This is an optimization exercise on Yosys and OpenROAD, whose aim is small area, not a production implementation.
The RTL was checked by simulation tests, not by an equivalence proof against the original design.
The clock port is modelled as an ideal driver, which makes a skipped or thinned clock tree look cheaper than it is; a real chip needs a root buffer or a tree.
Power figures rest on the tool's default switching activity, not on a simulated workload.

### flow/run.sh
#!/bin/bash
# Standard ORFS layout (the standard.sh) with these changes:
#  - after floorplanning, the combinational logic is re-mapped for area by
#    OpenROAD's restructure, RMP_PASSES times (flow/restructure.tcl);
#    registers are untouched
#  - the port buffers are the smallest buffer (buf_1) instead of the cell
#    buffer_ports picks by itself; every port still gets its buffer
#  - CTS adds no dummy loads, and the root buffer it puts on the clock port
#    is dropped when the port can feed the leaf buffers itself
#    (flow/clock_root.tcl)
#  - before repair_design, combinational cells start from their smallest
#    drive strength (flow/downsize.tcl)
# standard.sh's output goes to standard.log here; ORFS keeps each step's
# log under orfs/logs.
set -euo pipefail
here=$(pwd)
export POST_FLOORPLAN_TCL="$here/flow/restructure.tcl"
export RMP_PASSES=2
export BUFFER_PORTS_ARGS="-buffer_cell sky130_fd_sc_hd__buf_1"
export CTS_ARGS="-sink_clustering_enable -repair_clock_nets -dont_use_dummy_load"
export PRE_RESIZE_TCL="$here/flow/downsize.tcl"
export POST_CTS_TCL="$here/flow/clock_root.tcl"
export CLK_PORT=clk
bash standard.sh > standard.log 2>&1
### flow/clock_root.tcl
set block [ord::get_db_block]
set port_net [[$block findBTerm $::env(CLK_PORT)] getNet]
set loads {}
foreach it [$port_net getITerms] { lappend loads $it }
if { [llength $loads] == 1 } {
  set root [[lindex $loads 0] getInst]
  set m [[$root getMaster] getName]
  set out_net [[$root findITerm X] getNet]
  set sinks {}
  set all_buffers 1
  foreach it [$out_net getITerms] {
    if { [$it isOutputSignal] } { continue }
    lappend sinks $it
    if { ![string match "*__clkbuf_*" [[[$it getInst] getMaster] getName]] } { set all_buffers 0 }
  }
  if { [string match "*__clkbuf_*" $m] && $all_buffers && [llength $sinks] <= 4 } {
    foreach it $sinks { $it disconnect; $it connect $port_net }
    [$root findITerm A] disconnect
    [$root findITerm X] disconnect
    odb::dbInst_destroy $root
    odb::dbNet_destroy $out_net
    puts "clock_root: removed root buffer $m, the port now feeds [llength $sinks] buffers"
  } else {
    puts "clock_root: tree kept ($m feeds [llength $sinks] cells)"
  }
}
### flow/downsize.tcl
# Before repair_design: give every combinational cell the smallest-area
# variant of its own function (same cell family, other drive strength).
# repair_design and the later timing repairs size up again where needed.
set n 0
set saved 0.0
foreach inst [get_cells *] {
  set lc [get_lib_cells -quiet -of_objects $inst]
  if { [llength $lc] != 1 || $lc eq "NULL" } { continue }
  set name [get_property $lc name]
  if { ![regexp {^(sky130_fd_sc_hd__[a-z0-9]+)_([0-9]+)$} $name -> base drive] } { continue }
  # keep registers, clock cells, buffers and ties as they are
  if { [regexp {__(df|edf|sdf|dl|clk|buf|conb|tap|fill|decap|diode)} $base] } { continue }
  set best $name
  set best_area [get_property $lc area]
  foreach cand [get_lib_cells ${base}_*] {
    set cn [get_property $cand name]
    if { ![regexp "^${base}_\[0-9\]+\$" $cn] } { continue }
    if { [get_property $cand dont_use] } { continue }
    set a [get_property $cand area]
    if { $a < $best_area } { set best $cn; set best_area $a }
  }
  if { $best ne $name } {
    set saved [expr { $saved + [get_property $lc area] - $best_area }]
    replace_cell $inst $best
    incr n
  }
}
puts "downsize: resized $n cells, [format %.1f $saved] um2 less"
### flow/restructure.tcl
# After floorplanning: re-map the combinational logic for area with
# OpenROAD's restructure (ABC), RMP_PASSES times (a pass that gains
# nothing ends it early).  Registers are not touched.
# restructure maps onto every cell of the liberty file it is given, so give
# it a copy without the platform's don't-use cells
proc filtered_lib { src dst dont_use } {
  set in [open $src r]
  set out [open $dst w]
  set skip 0
  while { [gets $in line] >= 0 } {
    if { !$skip && [regexp {^    cell \("([^"]+)"\) \{} $line -> name] } {
      foreach pat $dont_use {
        if { [string match $pat $name] } { set skip 1; break }
      }
    }
    if { !$skip } {
      puts $out $line
    } elseif { $line eq "    \}" } {
      set skip 0
    }
  }
  close $in
  close $out
}

set wd $::env(OBJECTS_DIR)/rmp
file mkdir $wd
set dont_use $::env(DONT_USE_CELLS)
set lib $wd/restructure.lib
filtered_lib [lindex $::env(LIB_FILES) 0] $lib $dont_use
set tielo_cell [lindex $::env(TIELO_CELL_AND_PORT) 0]
set tielo "$tielo_cell/[lindex $::env(TIELO_CELL_AND_PORT) 1]"
set tiehi "[lindex $::env(TIEHI_CELL_AND_PORT) 0]/[lindex $::env(TIEHI_CELL_AND_PORT) 1]"
set block [ord::get_db_block]

proc comb_area { } {
  set a 0.0
  foreach inst [get_cells *] {
    set lc [get_lib_cells -quiet -of_objects $inst]
    if { [llength $lc] != 1 || $lc eq "NULL" } { continue }
    set a [expr { $a + [get_property $lc area] }]
  }
  return $a
}

proc net_driver { net } {
  foreach it [$net getITerms] {
    if { [$it isOutputSignal] } { return $it }
  }
  return ""
}

# Output ports tied to a constant (through buffers or inverters): restructure
# drops those drivers, so note the constants and tie the ports again after.
proc constant_outputs { block } {
  set res {}
  foreach bt [$block getBTerms] {
    if { [$bt getIoType] ne "OUTPUT" } { continue }
    set net [$bt getNet]
    set inv 0
    for { set k 0 } { $k < 8 } { incr k } {
      set drv [net_driver $net]
      if { $drv eq "" } { break }
      set inst [$drv getInst]
      set m [[$inst getMaster] getName]
      if { [string match "*__conb_*" $m] } {
        set hi [expr { [[$drv getMTerm] getName] eq "HI" }]
        lappend res [list [$bt getName] [expr { $hi ^ $inv }]]
        break
      } elseif { [regexp {__(buf|clkbuf)_[0-9]+$} $m] } {
        set net [[$inst findITerm A] getNet]
      } elseif { [regexp {__(inv|clkinv)_[0-9]+$} $m] } {
        set inv [expr { !$inv }]
        set net [[$inst findITerm A] getNet]
      } else {
        break
      }
    }
  }
  return $res
}

set consts [constant_outputs $block]
puts "restructure: constant outputs $consts"

set before [comb_area]
puts "restructure: cell area [format %.1f $before] before"
set passes [expr { [info exists ::env(RMP_PASSES)] ? $::env(RMP_PASSES) : 1 }]
for { set pass 1 } { $pass <= $passes } { incr pass } {
  restructure -target area -liberty_file $lib -tielo_port $tielo -tiehi_port $tiehi \
    -work_dir $wd -abc_logfile $wd/abc_$pass.log
  set after [comb_area]
  puts "restructure: cell area [format %.1f $after] after pass $pass"
  if { $after >= $before } { break }
  set before $after
}

# tie the constant outputs that lost their driver
set master [[ord::get_db] findMaster $tielo_cell]
set k 0
foreach c $consts {
  lassign $c port val
  set net [[$block findBTerm $port] getNet]
  if { [net_driver $net] ne "" } { continue }
  set inst [odb::dbInst_create $block $master "const_tie_$k"]
  incr k
  [$inst findITerm [expr { $val ? "HI" : "LO" }]] connect $net
  puts "restructure: tied $port to $val"
}

# every net with a load must still have a driver
foreach net [$block getNets] {
  if { [$net getSigType] eq "POWER" || [$net getSigType] eq "GROUND" } { continue }
  set loads 0
  foreach it [$net getITerms] { if { ![$it isOutputSignal] } { incr loads } }
  foreach bt [$net getBTerms] { if { [$bt getIoType] eq "OUTPUT" } { incr loads } }
  set driven [expr { [net_driver $net] ne "" }]
  foreach bt [$net getBTerms] { if { [$bt getIoType] eq "INPUT" } { set driven 1 } }
  if { $loads > 0 && !$driven } {
    error "restructure: net [$net getName] has loads but no driver"
  }
}

# and no don't-use cell may have come in
foreach inst [$block getInsts] {
  set m [[$inst getMaster] getName]
  foreach pat $dont_use {
    if { [string match $pat $m] } { error "restructure: [$inst getName] is a don't-use $m" }
  }
}
### standard.sh
#!/bin/bash
# synth_recipe.tcl (not shown) runs the flow's synth.tcl, then flattens the netlist and writes it again
# the make line also repeats each setting of config.mk as NAME=value (left out here)
make -C /OpenROAD-flow-scripts/flow DESIGN_CONFIG=/design/flow/config.mk WORK_HOME=/design/flow/orfs CLKGATE_MAP_FILE= SYNTH_SCRIPT=/design/flow/synth_recipe.tcl "${@:-finish}"
### config.mk
export PLATFORM = sky130hd
export DESIGN_NAME = platform_game
export DESIGN_NICKNAME = platform_game
export VERILOG_FILES = /design/flow/design.v
export SDC_FILE = /design/flow/constraint.sdc
export NUM_CORES = 4
export LEC_CHECK = 0
export ABC_AREA = 1
export CAP_MARGIN = 20
export CORE_MARGIN = 2
export CORE_UTILIZATION = 40
export SLEW_MARGIN = 20
### constraint.sdc
create_clock -name core_clock -period 7.0 [get_ports {clk}]
set_input_delay 1.4000 -clock core_clock [delete_from_list [all_inputs] [get_ports {clk}]]
set_output_delay 1.4000 -clock core_clock [all_outputs]
set_load 0.01 [all_outputs]
### design.v
localparam integer MAP_COLS = 20;
localparam integer MAP_ROWS = 15;
localparam [9:0] TILE_SIZE = 10'd32;
localparam [3:0] TILE_EMPTY  = 4'h0;
localparam [3:0] TILE_SPIKE  = 4'h1;
localparam [3:0] TILE_GATE1  = 4'h2;
localparam [3:0] TILE_GATE2  = 4'h3;
localparam [3:0] TILE_GATE3  = 4'h4;
localparam [3:0] TILE_PLATE1 = 4'h5;
localparam [3:0] TILE_PLATE2 = 4'h6;
localparam [3:0] TILE_PLATE3 = 4'h7;
localparam [3:0] TILE_EXIT   = 4'h8;
localparam [3:0] TILE_WALL   = 4'h9;
localparam [9:0] STEP_PX     = 10'd5;
localparam [9:0] JUMP_HEIGHT = 10'd64;
localparam [9:0] CEILING_Y   = 10'd10;
localparam [9:0] FLOOR_Y     = 10'd416;
localparam [9:0] X_LIMIT     = 10'd603;
localparam [9:0] FOOT_INSET  = 10'd4;
localparam [9:0] P0_START_X = 10'd32;
localparam [9:0] P0_START_Y = 10'd320;
localparam [9:0] P1_START_X = 10'd32;
localparam [9:0] P1_START_Y = 10'd416;
localparam integer SPIKE_TICKS = 8;
localparam [3:0] SPIKE_ON_PHASE = 4'd4;
localparam integer LOSE_TICKS = 40;
localparam [8:0] KEY_START = 9'h16;
localparam [8:0] KEY_LEFT  = 9'h1C;
localparam [8:0] KEY_RIGHT = 9'h23;
localparam [8:0] KEY_JUMP  = 9'h29;
localparam [9:0] JOY_LOW  = 10'd400;
localparam [9:0] JOY_HIGH = 10'd600;
localparam [1:0] SCENE_START = 2'd0;
localparam [1:0] SCENE_PLAY  = 2'd1;
localparam [1:0] SCENE_LOSE  = 2'd2;
module control_decode (
    input  logic [20:0] joy,
    input  logic [9:0]  key,
    input  logic        key_valid,
    output logic [2:0]  cmd0,
    output logic [2:0]  cmd1,
    output logic        start_req
);
localparam integer MAP_COLS = 20;
localparam integer MAP_ROWS = 15;
localparam [9:0] TILE_SIZE = 10'd32;
localparam [3:0] TILE_EMPTY  = 4'h0;
localparam [3:0] TILE_SPIKE  = 4'h1;
localparam [3:0] TILE_GATE1  = 4'h2;
localparam [3:0] TILE_GATE2  = 4'h3;
localparam [3:0] TILE_GATE3  = 4'h4;
localparam [3:0] TILE_PLATE1 = 4'h5;
localparam [3:0] TILE_PLATE2 = 4'h6;
localparam [3:0] TILE_PLATE3 = 4'h7;
localparam [3:0] TILE_EXIT   = 4'h8;
localparam [3:0] TILE_WALL   = 4'h9;
localparam [9:0] STEP_PX     = 10'd5;
localparam [9:0] JUMP_HEIGHT = 10'd64;
localparam [9:0] CEILING_Y   = 10'd10;
localparam [9:0] FLOOR_Y     = 10'd416;
localparam [9:0] X_LIMIT     = 10'd603;
localparam [9:0] FOOT_INSET  = 10'd4;
localparam [9:0] P0_START_X = 10'd32;
localparam [9:0] P0_START_Y = 10'd320;
localparam [9:0] P1_START_X = 10'd32;
localparam [9:0] P1_START_Y = 10'd416;
localparam integer SPIKE_TICKS = 8;
localparam [3:0] SPIKE_ON_PHASE = 4'd4;
localparam integer LOSE_TICKS = 40;
localparam [8:0] KEY_START = 9'h16;
localparam [8:0] KEY_LEFT  = 9'h1C;
localparam [8:0] KEY_RIGHT = 9'h23;
localparam [8:0] KEY_JUMP  = 9'h29;
localparam [9:0] JOY_LOW  = 10'd400;
localparam [9:0] JOY_HIGH = 10'd600;
localparam [1:0] SCENE_START = 2'd0;
localparam [1:0] SCENE_PLAY  = 2'd1;
localparam [1:0] SCENE_LOSE  = 2'd2;
    function automatic logic ge_k(input logic [9:0] v, input logic [9:0] k);
        ge_k = 1'b1;
        for (int b = 0; b < 10; b++) begin
            if (k[b]) ge_k = v[b] & ge_k;
            else      ge_k = v[b] | ge_k;
        end
    endfunction
    logic [9:0] joy_x;
    logic       key_pressed;
    logic [8:0] key_code;
    assign joy_x       = joy[20:11];
    assign key_pressed = key[9];
    assign key_code    = key[8:0];
    assign cmd0 = {!ge_k(joy_x, JOY_LOW), ge_k(joy_x, JOY_HIGH + 10'd1), joy[0]};
    assign cmd1 = {key_pressed && (key_code == KEY_LEFT),
                   key_pressed && (key_code == KEY_RIGHT),
                   key_pressed && (key_code == KEY_JUMP)};
    assign start_req = key_valid && key_pressed && (key_code == KEY_START);
endmodule
module map_upper (
    input  logic [6:0] k,
    input  logic [8:0] y,
    input  logic [2:0] gates,
    output logic       floor_hit,
    output logic       ceil_hit,
    output logic       wall_l,
    output logic       wall_r,
    output logic       on_plate1,
    output logic       on_spike
);
    function automatic logic ge_k(input logic [9:0] v, input logic [9:0] c);
        ge_k = 1'b1;
        for (int b = 0; b < 10; b++) begin
            if (c[b]) ge_k = v[b] & ge_k;
            else      ge_k = v[b] | ge_k;
        end
    endfunction
    function automatic logic in_k(input logic [9:0] v, input logic [9:0] lo, input logic [9:0] hi);
        in_k = ge_k(v, lo) && !ge_k(v, hi);
    endfunction
    logic [9:0] kk;
    logic [3:0] r, ar;
    logic       foot_a, foot_b, foot_g;
    logic       fl1, fl357, fl910, fl11;
    assign kk = {3'b000, k};
    assign r  = y[8:5];
    assign foot_a = ge_k(kk, 59);
    assign foot_b = !ge_k(kk, 63);
    assign foot_g = ge_k(kk, 116) || (in_k(kk, 39, 50) && !gates[0])
                 || (in_k(kk, 71, 82) && !gates[1]) || (in_k(kk, 103, 114) && !gates[2]);
    assign fl11  = y[8] && y[6];
    assign fl1   = (y[8:5] == 4'd0);
    assign fl357 = !y[8] && !y[5] && (y[7] || y[6]);
    assign fl910 = y[8] && !y[6];
    assign floor_hit = fl11 || (fl1 && foot_a) || (fl357 && foot_b) || (fl910 && foot_g);
    assign ar = (y[4:0] == 5'd0) ? r - 4'd1 : r;
    assign ceil_hit = ((ar == 4'd1) && foot_a)
                   || ((ar == 4'd3 || ar == 4'd5 || ar == 4'd7) && foot_b)
                   || ((ar == 4'd9 || ar == 4'd10) && foot_g);
    assign wall_l = (k == 7'd0)
                 || ((in_k({1'b0, y}, 80, 124) || in_k({1'b0, y}, 144, 188) || in_k({1'b0, y}, 208, 252))
                     && !ge_k(kk, 65))
                 || (ge_k({1'b0, y}, 272) && ((in_k(kk, 46, 52) && !gates[0])
                     || (in_k(kk, 78, 84) && !gates[1]) || (in_k(kk, 110, 116) && !gates[2])));
    assign wall_r = (in_k({1'b0, y}, 16, 60) && ge_k(kk, 57))
                 || (ge_k({1'b0, y}, 272) && (ge_k(kk, 114) || (in_k(kk, 38, 44) && !gates[0])
                     || (in_k(kk, 70, 76) && !gates[1]) || (in_k(kk, 102, 108) && !gates[2])));
    assign on_plate1 = (r == 4'd10) && in_k(kk, 12, 31);
    assign on_spike  = ((r == 4'd10 && y[4:0] == 5'd0) || (r == 4'd9 && y[4:0] != 5'd0))
                    && in_k(kk, 26, 38);
endmodule
module map_lower (
    input  logic [6:0] k,
    input  logic       seq,
    input  logic [2:0] i,
    input  logic [2:0] gates,
    output logic       floor_hit,
    output logic       ceil_hit,
    output logic       wall_l,
    output logic       wall_r,
    output logic [2:0] on_plate,
    output logic       on_spike
);
    function automatic logic ge_k(input logic [9:0] v, input logic [9:0] c);
        ge_k = 1'b1;
        for (int b = 0; b < 10; b++) begin
            if (c[b]) ge_k = v[b] & ge_k;
            else      ge_k = v[b] | ge_k;
        end
    endfunction
    function automatic logic in_k(input logic [9:0] v, input logic [9:0] lo, input logic [9:0] hi);
        in_k = ge_k(v, lo) && !ge_k(v, hi);
    endfunction
    logic [9:0] kk;
    logic       bottom, in_row12;
    assign kk = {3'b000, k};
    assign bottom   = (i == 3'd7);
    assign in_row12 = !seq && (i == 3'd0);
    assign floor_hit = bottom || (!in_row12 && (ge_k(kk, 91) || (in_k(kk, 20, 31) && !gates[0])));
    assign ceil_hit = (i == 3'd0);
    assign wall_l = (k == 7'd0) || (i[2] && in_k(kk, 27, 33) && !gates[0]);
    assign wall_r = i[2] && (ge_k(kk, 89) || (in_k(kk, 18, 25) && !gates[0]));
    assign on_plate[0] = bottom && in_k(kk, 31, 63);
    assign on_plate[1] = bottom && in_k(kk, 63, 95);
    assign on_plate[2] = !bottom && !in_row12 && ge_k(kk, 95);
    assign on_spike = (i != 3'd0) && !(seq && bottom) && in_k(kk, 7, 19);
endmodule
module player_upper #(
    parameter logic [9:0] START_X = 10'd32,
    parameter logic [8:0] START_Y = 9'd320
) (
    input  logic        clk,
    input  logic        rst,
    input  logic        tick,
    input  logic [2:0]  cmd,
    input  logic [2:0]  gates,
    output logic [20:0] pos,
    output logic        on_plate1,
    output logic        on_spike
);
    function automatic logic [9:0] step5(input logic [9:0] v, input logic m, input logic d);
        logic cy;
        step5[0] = v[0] ^ m;
        cy       = m & (v[0] ^ d);
        step5[1] = v[1] ^ cy;
        cy       = cy & (v[1] ^ d);
        step5[2] = v[2] ^ m ^ cy;
        cy       = m & ((v[2] ^ d) | cy);
        for (int b = 3; b < 10; b++) begin
            step5[b] = v[b] ^ cy;
            cy       = cy & (v[b] ^ d);
        end
    endfunction
    function automatic logic [6:0] step1(input logic [6:0] v, input logic m, input logic d);
        logic cy;
        cy = m;
        for (int b = 0; b < 7; b++) begin
            step1[b] = v[b] ^ cy;
            cy       = cy & (v[b] ^ d);
        end
    endfunction
    function automatic logic [9:0] x_of(input logic [6:0] v);
        logic cy, a, b;
        x_of[0] = v[0];
        x_of[1] = !v[1];
        cy      = v[1];
        for (int n = 2; n < 10; n++) begin
            a       = (n - 2 < 7) ? v[n - 2] : 1'b0;
            b       = (n < 7) ? v[n] : 1'b0;
            x_of[n] = a ^ b ^ cy;
            cy      = (a & b) | (cy & (a ^ b));
        end
    endfunction
    localparam logic [6:0] K_START = (START_X - 10'd2) / 10'd5;
    logic [6:0] k;           
    logic [9:0] x;
    logic [8:0] y;
    logic [9:0] y_step;
    logic       face_left;
    logic       jumping;
    logic       on_ground;
    logic       floor_hit, ceil_hit, wall_l, wall_r;
    logic       at_right_end, jump_end, go_left, go_right, y_move;
    assign x   = x_of(k);
    assign pos = {x, 1'b0, y, face_left};
    map_upper u_map (
        .k         (k),
        .y         (y),
        .gates     (gates),
        .floor_hit (floor_hit),
        .ceil_hit  (ceil_hit),
        .wall_l    (wall_l),
        .wall_r    (wall_r),
        .on_plate1 (on_plate1),
        .on_spike  (on_spike)
    );
    assign at_right_end = (k == 7'd121);
    assign go_left  = cmd[2] && !wall_l;
    assign go_right = !go_left && cmd[1] && !at_right_end && !wall_r;
    assign jump_end = ceil_hit || (y[4:0] == 5'd31) || (y[8:4] == 5'd0 && !(y[3] && (y[2] || y[1] && y[0])));
    assign y_move   = jumping ? !jump_end : !floor_hit;
    assign y_step   = step5({1'b0, y}, tick && y_move, jumping);
    always_ff @(posedge clk or posedge rst) begin
        if (rst) begin
            k         <= K_START;
            y         <= START_Y;
            face_left <= 1'b0;
            jumping   <= 1'b0;
            on_ground <= 1'b1;
        end else begin
            k <= step1(k, tick && (go_left || go_right), go_left);
            if (tick && (go_left || go_right)) face_left <= go_left;
            if (tick && !jumping && floor_hit) y <= {y[8:5], 5'd0};
            else                               y <= y_step[8:0];
            if (tick) begin
                jumping   <= jumping ? !jump_end : (cmd[0] && on_ground);
                on_ground <= !jumping && floor_hit && !(cmd[0] && on_ground);
            end
        end
    end
endmodule
module player_lower #(
    parameter logic [9:0] START_X = 10'd32
) (
    input  logic        clk,
    input  logic        rst,
    input  logic        tick,
    input  logic [2:0]  cmd,
    input  logic [2:0]  gates,
    output logic [20:0] pos,
    output logic [2:0]  on_plate,
    output logic        on_spike
);
    function automatic logic [6:0] step1(input logic [6:0] v, input logic m, input logic d);
        logic cy;
        cy = m;
        for (int b = 0; b < 7; b++) begin
            step1[b] = v[b] ^ cy;
            cy       = cy & (v[b] ^ d);
        end
    endfunction
    function automatic logic [9:0] x_of(input logic [6:0] v);
        logic cy, a, b;
        x_of[0] = v[0];
        x_of[1] = !v[1];
        cy      = v[1];
        for (int n = 2; n < 10; n++) begin
            a       = (n - 2 < 7) ? v[n - 2] : 1'b0;
            b       = (n < 7) ? v[n] : 1'b0;
            x_of[n] = a ^ b ^ cy;
            cy      = (a & b) | (cy & (a ^ b));
        end
    endfunction
    localparam logic [6:0] K_START = (START_X - 10'd2) / 10'd5;
    logic [6:0] k;           
    logic [9:0] x;
    logic       seq;
    logic [2:0] i;
    logic [8:0] y;
    logic       face_left;
    logic       jumping;
    logic       on_ground;
    logic       floor_hit, ceil_hit, wall_l, wall_r;
    logic       at_right_end, go_left, go_right;
    logic       bottom;
    assign bottom = (i == 3'd7);
    always_comb begin
        case ({seq, i})
            4'h0: y = 9'd381;  4'h1: y = 9'd386;  4'h2: y = 9'd391;  4'h3: y = 9'd396;
            4'h4: y = 9'd401;  4'h5: y = 9'd406;  4'h6: y = 9'd411;  4'h7: y = 9'd416;
            4'h8: y = 9'd384;  4'h9: y = 9'd389;  4'hA: y = 9'd394;  4'hB: y = 9'd399;
            4'hC: y = 9'd404;  4'hD: y = 9'd409;  4'hE: y = 9'd414;  default: y = 9'd419;
        endcase
    end
    assign x   = x_of(k);
    assign pos = {x, 1'b0, y, face_left};
    map_lower u_map (
        .k         (k),
        .seq       (seq),
        .i         (i),
        .gates     (gates),
        .floor_hit (floor_hit),
        .ceil_hit  (ceil_hit),
        .wall_l    (wall_l),
        .wall_r    (wall_r),
        .on_plate  (on_plate),
        .on_spike  (on_spike)
    );
    assign at_right_end = (k == 7'd121);
    assign go_left  = cmd[2] && !wall_l;
    assign go_right = !go_left && cmd[1] && !at_right_end && !wall_r;
    always_ff @(posedge clk or posedge rst) begin
        if (rst) begin
            k         <= K_START;
            seq       <= 1'b0;
            i         <= 3'd7;
            face_left <= 1'b0;
            jumping   <= 1'b0;
            on_ground <= 1'b1;
        end else begin
            k <= step1(k, tick && (go_left || go_right), go_left);
            if (tick && (go_left || go_right)) face_left <= go_left;
            if (tick) begin
                if (jumping) begin
                    if (!ceil_hit) i <= i - 3'd1;
                end else if (floor_hit) begin
                    seq <= !bottom;
                    i   <= bottom ? 3'd7 : 3'd0;
                end else begin
                    i <= i + 3'd1;
                end
                jumping   <= jumping ? !ceil_hit : (cmd[0] && on_ground);
                on_ground <= !jumping && floor_hit && !(cmd[0] && on_ground);
            end
        end
    end
endmodule
module hazard_monitor (
    input  logic clk,
    input  logic rst,
    input  logic tick,
    input  logic contact,
    output logic spike_on,
    output logic spike_hit
);
    logic [6:0] cnt, n;    
    logic cy;
    always_comb begin
        cy = tick;
        for (int b = 0; b < 7; b++) begin
            n[b] = cnt[b] ^ cy;
            cy   = cy & cnt[b];
        end
    end
    always_ff @(posedge clk or posedge rst) begin
        if (rst) cnt <= '0;
        else     cnt <= n;
    end
    assign spike_on  = cnt[6] || (cnt[5] && (cnt[4] || cnt[3]));
    assign spike_hit = spike_on && contact;
endmodule
module scene_fsm (
    input  logic       clk,
    input  logic       rst,
    input  logic       tick,
    input  logic       start_req,
    input  logic       spike_hit,
    output logic [1:0] scene
);
    logic [5:0] s, n;
    logic       losing, inc, cy;
    assign losing = s[5] || s[3];
    assign scene  = {losing, s[0] && !losing};
    assign inc = losing ? tick : (s[0] ? spike_hit : start_req);
    always_comb begin
        cy = inc;
        for (int b = 0; b < 6; b++) begin
            n[b] = s[b] ^ cy;
            cy   = cy & s[b];
        end
        n = n | {1'b0, cy, 1'b0, cy, cy, 1'b0};
    end
    always_ff @(posedge clk or posedge rst) begin
        if (rst) s <= 6'd22;
        else     s <= n;
    end
endmodule
module platform_game (
    input  logic        clk,
    input  logic        rst,
    input  logic        tick,
    input  logic [20:0] joy,
    input  logic [9:0]  key,
    input  logic        key_valid,
    output logic [20:0] p0,
    output logic [20:0] p1,
    output logic [2:0]  gates,
    output logic        spike_on,
    output logic [1:0]  scene
);
localparam integer MAP_COLS = 20;
localparam integer MAP_ROWS = 15;
localparam [9:0] TILE_SIZE = 10'd32;
localparam [3:0] TILE_EMPTY  = 4'h0;
localparam [3:0] TILE_SPIKE  = 4'h1;
localparam [3:0] TILE_GATE1  = 4'h2;
localparam [3:0] TILE_GATE2  = 4'h3;
localparam [3:0] TILE_GATE3  = 4'h4;
localparam [3:0] TILE_PLATE1 = 4'h5;
localparam [3:0] TILE_PLATE2 = 4'h6;
localparam [3:0] TILE_PLATE3 = 4'h7;
localparam [3:0] TILE_EXIT   = 4'h8;
localparam [3:0] TILE_WALL   = 4'h9;
localparam [9:0] STEP_PX     = 10'd5;
localparam [9:0] JUMP_HEIGHT = 10'd64;
localparam [9:0] CEILING_Y   = 10'd10;
localparam [9:0] FLOOR_Y     = 10'd416;
localparam [9:0] X_LIMIT     = 10'd603;
localparam [9:0] FOOT_INSET  = 10'd4;
localparam [9:0] P0_START_X = 10'd32;
localparam [9:0] P0_START_Y = 10'd320;
localparam [9:0] P1_START_X = 10'd32;
localparam [9:0] P1_START_Y = 10'd416;
localparam integer SPIKE_TICKS = 8;
localparam [3:0] SPIKE_ON_PHASE = 4'd4;
localparam integer LOSE_TICKS = 40;
localparam [8:0] KEY_START = 9'h16;
localparam [8:0] KEY_LEFT  = 9'h1C;
localparam [8:0] KEY_RIGHT = 9'h23;
localparam [8:0] KEY_JUMP  = 9'h29;
localparam [9:0] JOY_LOW  = 10'd400;
localparam [9:0] JOY_HIGH = 10'd600;
localparam [1:0] SCENE_START = 2'd0;
localparam [1:0] SCENE_PLAY  = 2'd1;
localparam [1:0] SCENE_LOSE  = 2'd2;
    logic [2:0] cmd0;
    logic [2:0] cmd1;
    logic       start_req;
    logic       spike_hit;
    logic       plate0;
    logic [2:0] plate1;
    logic       spike0;
    logic       spike1;
    control_decode u_ctrl (
        .joy       (joy),
        .key       (key),
        .key_valid (key_valid),
        .cmd0      (cmd0),
        .cmd1      (cmd1),
        .start_req (start_req)
    );
    player_upper #(
        .START_X (P0_START_X),
        .START_Y (P0_START_Y[8:0])
    ) u_player0 (
        .clk       (clk),
        .rst       (rst),
        .tick      (tick),
        .cmd       (cmd0),
        .gates     (gates),
        .pos       (p0),
        .on_plate1 (plate0),
        .on_spike  (spike0)
    );
    player_lower #(
        .START_X (P1_START_X)
    ) u_player1 (
        .clk       (clk),
        .rst       (rst),
        .tick      (tick),
        .cmd       (cmd1),
        .gates     (gates),
        .pos       (p1),
        .on_plate  (plate1),
        .on_spike  (spike1)
    );
    assign gates = {plate1[2], plate1[1], plate1[0] || plate0};
    hazard_monitor u_hazard (
        .clk       (clk),
        .rst       (rst),
        .tick      (tick),
        .contact   (spike0 || spike1),
        .spike_on  (spike_on),
        .spike_hit (spike_hit)
    );
    scene_fsm u_scene (
        .clk       (clk),
        .rst       (rst),
        .tick      (tick),
        .start_req (start_req),
        .spike_hit (spike_hit),
        .scene     (scene)
    );
endmodule
==> flow_summary.yaml <==
status:
  status: "no timing/DRC/antenna violations"
grt:
  grt_pass1_wl_mm: 14.9
  antenna_found_initial: 0
  grt_pass1_vias: 3164
  grtUsageTotal_pct: 16.1
  grt_max_degree: 47
  globalRoute.totalOverflow: 0
placement:
  numPortBuffers: 69
  finalWeightedCongestion: 0.867
  dp.final_hpwl_mm: 6.73
floorplan:
  num_rows: 36
  core_um2: 9820
  dieWidth_um: 105
  io_pins: 83
  start_util_pct: 41.6
  die_h_um: 105
  die_area_um2: 11000
power_and_ir_drop:
  leakagePower_nw: 1.30
  powerDensity_nw_per_um2: 348
  ir_worst_vdd_v: 0.000121
sta:
  fin_tns_setup_ps: 0
  worst_pin_slew_ps: 810
  rsz0062_at_grt: "no"
  final.period_utilization_pct: 70.6
  fmax_ghz: 0.202
  setup-violations-final: 0
  fin_skew_ps: 16.2
  hold_viol: 0
  finalMaxSlewViolations: 0
  fin_crit_ps: 4940
  holdWs_ps: 484
  slew_headroom_pct: 45.9
routing:
  finalWirelength_mm: 8.69
  drtIter0Drc: 135
  first_pass_iters: 5
  drtAntennaViolNets: 0
  viasPerCell: 5.42
  wl_per_cell_um: 13.6
  dr_total_vias: 3451
  drc: 0
worst_setup_path:
  cpPeakStageDelay_ps: 610
  cp_num_buf_inv: 2
  critPathKind: "flip-flop to output pin"
  reg2reg_slack_ps: 2420
  path_cells: "clkinv_1 -> nor2_1 -> o21ai_0 -> nor2b_1 -> o22ai_1 -> nor2_1 -> o21ai_0 -> nor2_1 -> o21ai_0 -> nor2b_1 -> o22ai_1 -> or2_0 -> nor2_1 -> a21oi_1 -> buf_1"
  path_common_cell: "nor2_1"
  crit_arrival_ps: 3540
  crit_required_ps: 5600
  reg2reg_to: "u_player0.k[6]"
  critPathTopFamily: "simple AND/OR/NAND/NOR gates"
  startpoint_type: "flip-flop"
  worstSetupEndpointType: "output pin"
  crit_slowest_cell: "dfstp_2"
  reg2regPathDepth: 20
  path_max_fanout: 8
  r2r_start: "u_player1.i[0]"
synth:
  synth_seq_cells: 46
  syn_area_um2: 4080
  synth-edff-count: 0
  seq_area_frac_synth_pct: 28.6
  yosysWarnings: 7
  yosys.cell_types.count: 49
  synthFlopType: "dfrtp_1"
  syn_inst: 548
  postSynthAreaPerCell_um2: 7.45
  async_flop_share_pct: 100
worst_hold_path:
  hold_path_end: "u_player1.on_ground"
  hold_depth: 2
  hold_class: "flip-flop to flip-flop"
  min_from: "u_player1.on_ground"
cells_and_area:
  antenna_cells: 0
  nets: 542
  drive_above_1_share_pct: 3.97
  nFillCells: 1080
  area_delta_synth_final_pct: -8.13
clock_network:
  clock_latency_ps: 150
  cts_sinks: 46
  clk_pin_slew_ps: 80
job:
  maxCapViolations: 0
-- layout make-up, clock buffers not listed --
class	instances	area, um^2	area share, %
tap	133	166	4.44
sequential	46	1170	31.2
inverter	57	215	5.74
multi-input combinational	327	1880	50.1
timing repair buffer	70	267	7.11
-- cells in the mapped netlist (5+ instances only) --
library cell,count,area [um^2]
nor2_2,6,37.5
inv_1,64,240
nand2_1,122,458
dfrtp_1,32,801
o21ai_0,29,145
inv_2,7,26.3
nor2_1,58,218
nor3_1,6,30.0
fa_1,10,200
xor2_1,19,166
nor4_1,7,43.8
dfstp_2,14,368
nand4_1,16,100
nand3_1,36,180
buf_4,10,75.1
or2_2,6,37.5
a21oi_1,16,80.1
buf_2,5,25.0
ha_1,28,350
-- layout by cell type, fill, tap and decap left out, drive strengths merged, types with 6 or more instances in the layout --
cell type  count
clkinv        57
a2bb2oi        7
nor2          62
nor3          12
o21a          10
nand2         30
o21ai         45
o22ai         18
dfrtp         32
a22oi          8
buf           70
nor4          10
dfstp         14
xnor2         13
o22a           6
a21oi         25
nand3          9
-- cell families (layout without fill, tap and decap cells) --
family | after synthesis | after routing | synth area share, %
xor gates and xnor gates | 20 | 13 | 4.29
and+or+nand+nor | 280 | 144 | 33.2
muxes | 0 | 1 | 0
DFF | 46 | 46 | 28.6
adders and majority gates | 38 | 0 | 13.5
AOI/OAI and AO/OA | 70 | 164 | 10.3
buffers and inverters | 92 | 131 | 9.90
other | 2 | 5 | 0.184
-- sequential cells by signal, summed over array words and instances (netlist names), 3 cells and up --
signal and cells:
u_player1.i 3, u_scene.s 6, u_player0.k 7, u_player1.k 7, u_hazard.cnt 7, u_player0.y 9
-- metrics by stage --
stage          instances  cell area [um^2]  total power [mW]  worst slack [ps]  util, %
3_3_place_gp         633              3690              1.16              2400     37.6
6_report             637              3750              1.30              2060     38.2
3_5_place_dp         633              3690              1.18              2280     37.6
2_1_floorplan        549              4080              1.22              2480        -
5_1_grt              637              3750              1.43              1660     38.2
-- power by group --
group	switching (mW)	total, mW	internal [mW]
logic	0.439	0.694	0.255
clock network	0.0714	0.124	0.0524
registers	0.124	0.485	0.362
-- tightest hold or removal path, stage by stage (launching register included) --
cell and delay (ps):
dfstp_2 370, clkinv_1 50, o22ai_1 70
-- metal layers --
layer	global-route usage, %	vias to the layer above	part of all wire (%)
li1	-	1733	-
met1	22.9	1615	48
met2	25.9	96	46
met3	2.87	7	5.1
met4	2.67	0	0.90
met5	0	-	0
-- worst max-delay path by stage --
stage,startpoint,end,slack [ps],depth (start not counted)
after floorplan,u_player1.k[0],p1[19],2480,10
after global placement,u_player0.k[2],p0[19],2400,15
after detailed placement,u_player0.k[2],p0[19],2280,15
after global routing,u_player0.k[2],p0[19],1660,15
final,u_player0.k[2],p0[19],2060,15

[separate check: timing with driven ports]
No port has a modelled driver above. Below, the same layout with a new extraction and two added sets of constraints.
Step 1 assumes that a clkbuf_16 drives the clock port and a buf_2 every other input.
Step 2, shift: input delay + t, output delay - t, t = (earliest + latest rising clock arrival at the registers) / 2. This alone moves slack from input paths to output paths.
Slacks: ideal / step 1 / step 2; pairs: ideal / step 1.
shift t [ns]: 0.201
setup WS [ns]: 2.060 / 2.002 / 2.202
worst setup path after step 2: register to output
worst register clock-pin slew, ns: 0.09 / 0.09
After both steps setup and hold are still met in this run. For this run, drivers alone change the setup slack by -0.058 ns; drivers and shift together by +0.142 ns.
